What follows belongs to an exercise in optimizing a design on an open flow for small area; a production flow would make more cautious choices.
Where RTL was checked, it was by simulation tests only, not by an equivalence proof against the original.
The clock port is modelled as an ideal driver; clocking choices that lean on that would not hold on a real chip.
No activity file was given, so power comes from the tool's default toggle rates.

Design sccb_responder, start of the top module:
module sccb_responder #(
    parameter logic [6:0] DEV_ID = sccb_pkg::DEV_ID_DEFAULT
) (
    input  logic       sccb_clk,
    input  logic       sccb_reset,
    input  logic       sio_c_in,
    input  logic       sio_d_in,
    output logic       sio_d_oe,
    output logic       sio_d_out,
    output logic       wr_strobe,
    output logic [7:0] wr_addr,
    output logic [7:0] wr_data,
    output logic       busy
);
    logic scl_s, scl_rise_s, scl_fall_s;
    logic sda_s, sda_rise_s, sda_fall_s;
    logic start_s, stop_s;
    sccb_sync_edge u_sync_c (
        .clk   (sccb_clk),
        .reset (sccb_reset),
        .din   (sio_c_in),
        .sync  (scl_s),
        .rise  (scl_rise_s),
        .fall  (scl_fall_s)
    );
    sccb_sync_edge u_sync_d (
        .clk   (sccb_clk),
        .reset (sccb_reset),
        .din   (sio_d_in),
        .sync  (sda_s),
        .rise  (sda_rise_s),
        .fall  (sda_fall_s)
    );
  ...
==> module sccb_responder, before the edit <==
module sccb_responder #(
    parameter logic [6:0] DEV_ID = sccb_pkg::DEV_ID_DEFAULT
) (
    input  logic       sccb_clk,
    input  logic       sccb_reset,
    input  logic       sio_c_in,
    input  logic       sio_d_in,
    output logic       sio_d_oe,
    output logic       sio_d_out,
    output logic       wr_strobe,
    output logic [7:0] wr_addr,
    output logic [7:0] wr_data,
    output logic       busy
);
    logic scl_s, scl_rise_s, scl_fall_s;
    logic sda_s, sda_rise_s, sda_fall_s;
    logic start_s, stop_s;
    sccb_sync_edge u_sync_c (
        .clk   (sccb_clk),
        .reset (sccb_reset),
        .din   (sio_c_in),
        .sync  (scl_s),
        .rise  (scl_rise_s),
        .fall  (scl_fall_s)
    );
    sccb_sync_edge u_sync_d (
        .clk   (sccb_clk),
        .reset (sccb_reset),
        .din   (sio_d_in),
        .sync  (sda_s),
        .rise  (sda_rise_s),
        .fall  (sda_fall_s)
    );
    assign start_s = sda_fall_s & scl_s;
    assign stop_s  = sda_rise_s & scl_s;
    sccb_pkg::state_t state_r, state_s;
    logic [3:0]       cnt_r, cnt_s;       
    logic [7:0]       sh_r;
    logic [7:0]       sub_r;
    logic             sub0_r;             
    logic             idok_r;             
    logic             busy_r, busy_s;
    logic             wr_strobe_r;
    logic [7:0]       wr_addr_r, wr_data_r;
    logic [7:0]       rd_q_r;
    logic             pend_r;             
    logic [5:0]       ptr_r;
    logic [7:0]       wdata_s;
    logic             bit_s, we_s, in_rd, last_s;
    localparam logic [7:0] ID_BITS = {1'b0, DEV_ID[0], DEV_ID[1], DEV_ID[2],
                                      DEV_ID[3], DEV_ID[4], DEV_ID[5], DEV_ID[6]};
    assign wdata_s = {sh_r[6:0], sda_s};
    assign in_rd   = (state_r == sccb_pkg::S_RD);
    assign bit_s   = scl_rise_s & ~cnt_r[3] & ~start_s & ~stop_s;
    assign last_s  = (cnt_r[2:0] == 3'd7);
    assign we_s    = bit_s & last_s & (state_r == sccb_pkg::S_DATA);
    always_comb begin
        state_s = state_r;
        cnt_s   = cnt_r;
        busy_s  = busy_r;
        if (stop_s) begin
            state_s = sccb_pkg::S_IDLE;
            busy_s  = 1'b0;
        end else if (start_s) begin
            state_s = sccb_pkg::S_ID;
            cnt_s   = '0;
        end else if (state_r != sccb_pkg::S_IDLE) begin
            if (scl_rise_s && !cnt_r[3]) begin
                cnt_s = cnt_r + 4'd1;
            end
            if (scl_fall_s) begin
                cnt_s = '0;
                case (state_r)
                    sccb_pkg::S_ID: begin
                        if (cnt_r[3]) begin
                            state_s = idok_r ? sccb_pkg::S_ID_ACK : sccb_pkg::S_IDLE;
                            busy_s  = idok_r;
                        end
                        cnt_s = cnt_r;
                    end
                    sccb_pkg::S_SUB: begin
                        if (cnt_r[3]) state_s = sccb_pkg::S_SUB_ACK;
                        cnt_s = cnt_r;
                    end
                    sccb_pkg::S_DATA: begin
                        if (cnt_r[3]) state_s = sccb_pkg::S_DATA_ACK;
                        cnt_s = cnt_r;
                    end
                    sccb_pkg::S_RD: begin
                        if (cnt_r[3]) state_s = sccb_pkg::S_IDLE;
                        cnt_s = cnt_r;
                    end
                    sccb_pkg::S_ID_ACK:   state_s = idok_r ? sccb_pkg::S_RD : sccb_pkg::S_SUB;
                    sccb_pkg::S_SUB_ACK:  state_s = sccb_pkg::S_DATA;
                    default:              state_s = sccb_pkg::S_IDLE;
                endcase
            end
        end
    end
    always_ff @(posedge sccb_clk) begin
        if (sccb_reset) begin
            state_r     <= sccb_pkg::S_IDLE;
            sub0_r      <= 1'b1;
            busy_r      <= 1'b0;
            wr_strobe_r <= 1'b0;
            wr_addr_r   <= 8'h00;
            wr_data_r   <= 8'h00;
        end else begin
            state_r     <= state_s;
            busy_r      <= busy_s;
            wr_strobe_r <= we_s;
            if (bit_s && last_s && (state_r == sccb_pkg::S_SUB)) begin
                sub0_r <= 1'b0;
            end
            if (we_s) begin
                wr_addr_r <= sub_r;
                wr_data_r <= wdata_s;
            end
        end
    end
    always_ff @(posedge sccb_clk) begin
        cnt_r <= cnt_s;
        if (start_s) begin
            idok_r <= 1'b1;
        end else if (scl_fall_s && cnt_r[3] && (state_r == sccb_pkg::S_ID)) begin
            idok_r <= sda_s;
        end else if (bit_s && !last_s && (state_r == sccb_pkg::S_ID) &&
                     (sda_s != ID_BITS[cnt_r[2:0]])) begin
            idok_r <= 1'b0;
        end
        if (bit_s) begin
            case (state_r)
                sccb_pkg::S_SUB, sccb_pkg::S_DATA: sh_r <= wdata_s;
                default: ;
            endcase
            if (last_s && (state_r == sccb_pkg::S_SUB)) begin
                sub_r <= wdata_s;
            end
        end
    end
    logic [8*64-1:0] ring_r [4];
    logic [7:0]      ring_in [4];
    logic            hit_w, hit_r;
    logic [1:0]      rsel;
    logic            cap_r;      
    assign hit_w = (ptr_r == sub_r[7:2]);
    assign hit_r = sub0_r ? (ptr_r == 6'd0) : hit_w;
    assign rsel  = sub0_r ? 2'd0 : sub_r[1:0];
    always_comb begin
        for (int r = 0; r < 4; r++) begin
            if (pend_r && hit_w && (sub_r[1:0] == 2'(r))) begin
                ring_in[r] = sh_r;
            end else begin
                ring_in[r] = ring_r[r][7:0];
            end
        end
    end
    always_ff @(posedge sccb_clk) begin
        ptr_r <= {ptr_r[4:0], ptr_r[5] ^ ptr_r[4] ^ (ptr_r[4:0] == 5'd0)};
        for (int r = 0; r < 4; r++) begin
            ring_r[r] <= {ring_in[r], ring_r[r][8*64-1:8]};
        end
        if (we_s && !sccb_reset) begin
            pend_r <= 1'b1;
        end else if (hit_w) begin
            pend_r <= 1'b0;
        end
        if (in_rd) begin
            if (scl_fall_s) rd_q_r <= {rd_q_r[6:0], 1'b0};
        end else if (cap_r) begin
            rd_q_r <= ring_r[rsel][8*64-1:8*63];
        end
        cap_r <= hit_r;
    end
    assign sio_d_oe  = state_r[2];
    assign sio_d_out = ~state_r[2] | (in_rd & rd_q_r[7]);
    assign wr_strobe = wr_strobe_r;
    assign wr_addr   = wr_addr_r;
    assign wr_data   = wr_data_r;
    assign busy      = busy_r;
endmodule
export LEC_CHECK = 0
export CAP_MARGIN = 20
export CORE_MARGIN = 2
export CORE_UTILIZATION = 40
export PLACE_DENSITY = 0.7
export SLEW_MARGIN = 20
create_clock -name core_clock -period 10.0 [get_ports {sccb_clk}]
standard.sh (not shown) runs the stock make flow with config.mk's settings and CLKGATE_MAP_FILE= SYNTH_SCRIPT=/design/flow/synth_recipe.tcl, a recipe that flattens the netlist after the stock synthesis.
==> flow/flow/run.sh <==
#!/bin/bash
# The standard layout with four changes:
#  - after the standard synthesis, the combinational logic is re-mapped for
#    area (flow/reopt.tcl, flow/area.abc); every flip-flop keeps its instance,
#    name and cell type. The re-mapped netlist is used only if it is proven
#    equivalent to the standard one (flow/equiv.tcl) and uses only the
#    platform's cells (flow/mapped.tcl);
#  - port buffers are the smallest buffer;
#  - the clock tree is built without dummy loads, with buf_12 clusters;
#  - after CTS, clock leaf nets whose slew is too high are rebalanced
#    (flow/post_cts.tcl).
# Each tool's output goes to a log file of its own in this folder.
set -euo pipefail
export BUFFER_PORTS_ARGS="-buffer_cell sky130_fd_sc_hd__buf_1"
export CTS_ARGS="-sink_clustering_enable -repair_clock_nets -dont_use_dummy_load -sink_clustering_size 34 -sink_clustering_max_diameter 65 -buf_list sky130_fd_sc_hd__buf_12"
export POST_CTS_TCL="$PWD/flow/post_cts.tcl"
export CLK_SLEW_TARGET_NS=0.122
RES="$PWD/orfs/results/$FLOW_PLATFORM/sccb_responder/base"
LOGS="$PWD/orfs/logs/$FLOW_PLATFORM/sccb_responder/base"

bash standard.sh synth > make_synth.log 2>&1

cp "$RES/1_2_yosys.v" "$PWD/standard_1_2_yosys.v"
export REOPT_LIB="$FLOW_HOME/platforms/$FLOW_PLATFORM/lib/sky130_fd_sc_hd__tt_025C_1v80.lib"
export REOPT_IN="$PWD/standard_1_2_yosys.v"
export REOPT_OUT="$PWD/reopt_1_2_yosys.v"
export REOPT_TOP="$FLOW_TOP"
export REOPT_SCRIPT="$PWD/flow/area.abc"
export REOPT_STAT="$PWD/reopt_stat.txt"
export REOPT_DONT_USE="$(grep -o -- '-dont_use [^ ]*' "$LOGS/1_2_yosys.log" | sort -u | tr '\n' ' ')"
if [[ -n "$REOPT_DONT_USE" ]] \
   && yosys -c flow/reopt.tcl > yosys_reopt.log 2>&1 \
   && yosys -c flow/mapped.tcl > yosys_mapped.log 2>&1 \
   && yosys -c flow/equiv.tcl > yosys_equiv.log 2>&1; then
  echo "using the re-mapped netlist" > reopt_result.txt
  cp "$REOPT_OUT" "$RES/1_2_yosys.v"
  rm -f "$RES/1_synth.odb" "$RES/1_synth.sdc"
  bash standard.sh synth > make_synth_reopt.log 2>&1
else
  echo "re-mapping failed; using the standard netlist" > reopt_result.txt
fi

bash standard.sh finish > make_finish.log 2>&1
Other scripts of this flow, unchanged in this note and not shown: flow/flow/area.abc, flow/flow/equiv.tcl, flow/flow/mapped.tcl, flow/flow/post_cts.tcl, flow/flow/reopt.tcl
==> next run, changes <==
--- a/flow/design.v
+++ b/flow/design.v
@@ -93,47 +93,39 @@
     assign bit_s   = scl_rise_s & ~cnt_r[3] & ~start_s & ~stop_s;
     assign last_s  = (cnt_r[2:0] == 3'd7);
     assign we_s    = bit_s & last_s & (state_r == sccb_pkg::S_DATA);
+    logic ack_end;
+    assign ack_end = scl_fall_s & state_r[2] & (state_r[1:0] != 2'b00);
     always_comb begin
         state_s = state_r;
-        cnt_s   = cnt_r;
         busy_s  = busy_r;
+        if (start_s || ack_end) begin
+            cnt_s = '0;
+        end else if (scl_rise_s && !cnt_r[3]) begin
+            cnt_s = cnt_r + 4'd1;
+        end else begin
+            cnt_s = cnt_r;
+        end
         if (stop_s) begin
             state_s = sccb_pkg::S_IDLE;
             busy_s  = 1'b0;
         end else if (start_s) begin
             state_s = sccb_pkg::S_ID;
-            cnt_s   = '0;
-        end else if (state_r != sccb_pkg::S_IDLE) begin
-            if (scl_rise_s && !cnt_r[3]) begin
-                cnt_s = cnt_r + 4'd1;
-            end
-            if (scl_fall_s) begin
-                cnt_s = '0;
-                case (state_r)
-                    sccb_pkg::S_ID: begin
-                        if (cnt_r[3]) begin
-                            state_s = idok_r ? sccb_pkg::S_ID_ACK : sccb_pkg::S_IDLE;
-                            busy_s  = idok_r;
-                        end
-                        cnt_s = cnt_r;
+        end else if (scl_fall_s) begin
+            case (state_r)
+                sccb_pkg::S_ID: begin
+                    if (cnt_r[3]) begin
+                        state_s = idok_r ? sccb_pkg::S_ID_ACK : sccb_pkg::S_IDLE;
+                        busy_s  = idok_r;
                     end
-                    sccb_pkg::S_SUB: begin
-                        if (cnt_r[3]) state_s = sccb_pkg::S_SUB_ACK;
-                        cnt_s = cnt_r;
-                    end
-                    sccb_pkg::S_DATA: begin
-                        if (cnt_r[3]) state_s = sccb_pkg::S_DATA_ACK;
-                        cnt_s = cnt_r;
-                    end
-                    sccb_pkg::S_RD: begin
-                        if (cnt_r[3]) state_s = sccb_pkg::S_IDLE;
-                        cnt_s = cnt_r;
-                    end
-                    sccb_pkg::S_ID_ACK:   state_s = idok_r ? sccb_pkg::S_RD : sccb_pkg::S_SUB;
-                    sccb_pkg::S_SUB_ACK:  state_s = sccb_pkg::S_DATA;
-                    default:              state_s = sccb_pkg::S_IDLE;
-                endcase
-            end
+                end
+                sccb_pkg::S_SUB:      if (cnt_r[3]) state_s = sccb_pkg::S_SUB_ACK;
+                sccb_pkg::S_DATA:     if (cnt_r[3]) state_s = sccb_pkg::S_DATA_ACK;
+                sccb_pkg::S_RD:       if (cnt_r[3]) state_s = sccb_pkg::S_IDLE;
+                sccb_pkg::S_ID_ACK:   state_s = idok_r ? sccb_pkg::S_RD : sccb_pkg::S_SUB;
+                sccb_pkg::S_SUB_ACK:  state_s = sccb_pkg::S_DATA;
+                sccb_pkg::S_DATA_ACK: state_s = sccb_pkg::S_IDLE;
+                default: ;
+            endcase
         end
     end
     always_ff @(posedge sccb_clk) begin
The new run finished with timing, DRC and antenna clean.
Routed wire length drops by 1.9%.
Cell area stays flat.
Cell count is about the same.
Area after synthesis is about the same.
Total power drops by 0.82%.
Function not checked in the second run of this note: the RTL went through the layout flow alone.

[static timing again, ports no longer ideal]
The results above use ideal ports. As a check the final layouts listed here were re-extracted and re-timed, cells and wires unchanged.
Step 1, drivers: a clkbuf_16 drives sccb_clk and a buf_2 each remaining input, both assumed.
Step 2 adds t to the input delays and takes it off the output delays; t is the mean of the earliest and latest rising clock arrival at the registers after step 1. Input paths then give back, and output paths get back, about the clock's delay inside the block.
a / b / c = ideal / step 1 / step 2; a / b = the first two.
run	t, ns	setup WS [ns]	clock arrival spread, ns
the first run	0.620	6.347 / 6.285 / 6.652	0.143 / 0.144
the second run	0.633	6.478 / 6.415 / 6.533	0.067 / 0.067
After both steps setup and hold are still met in every run listed.
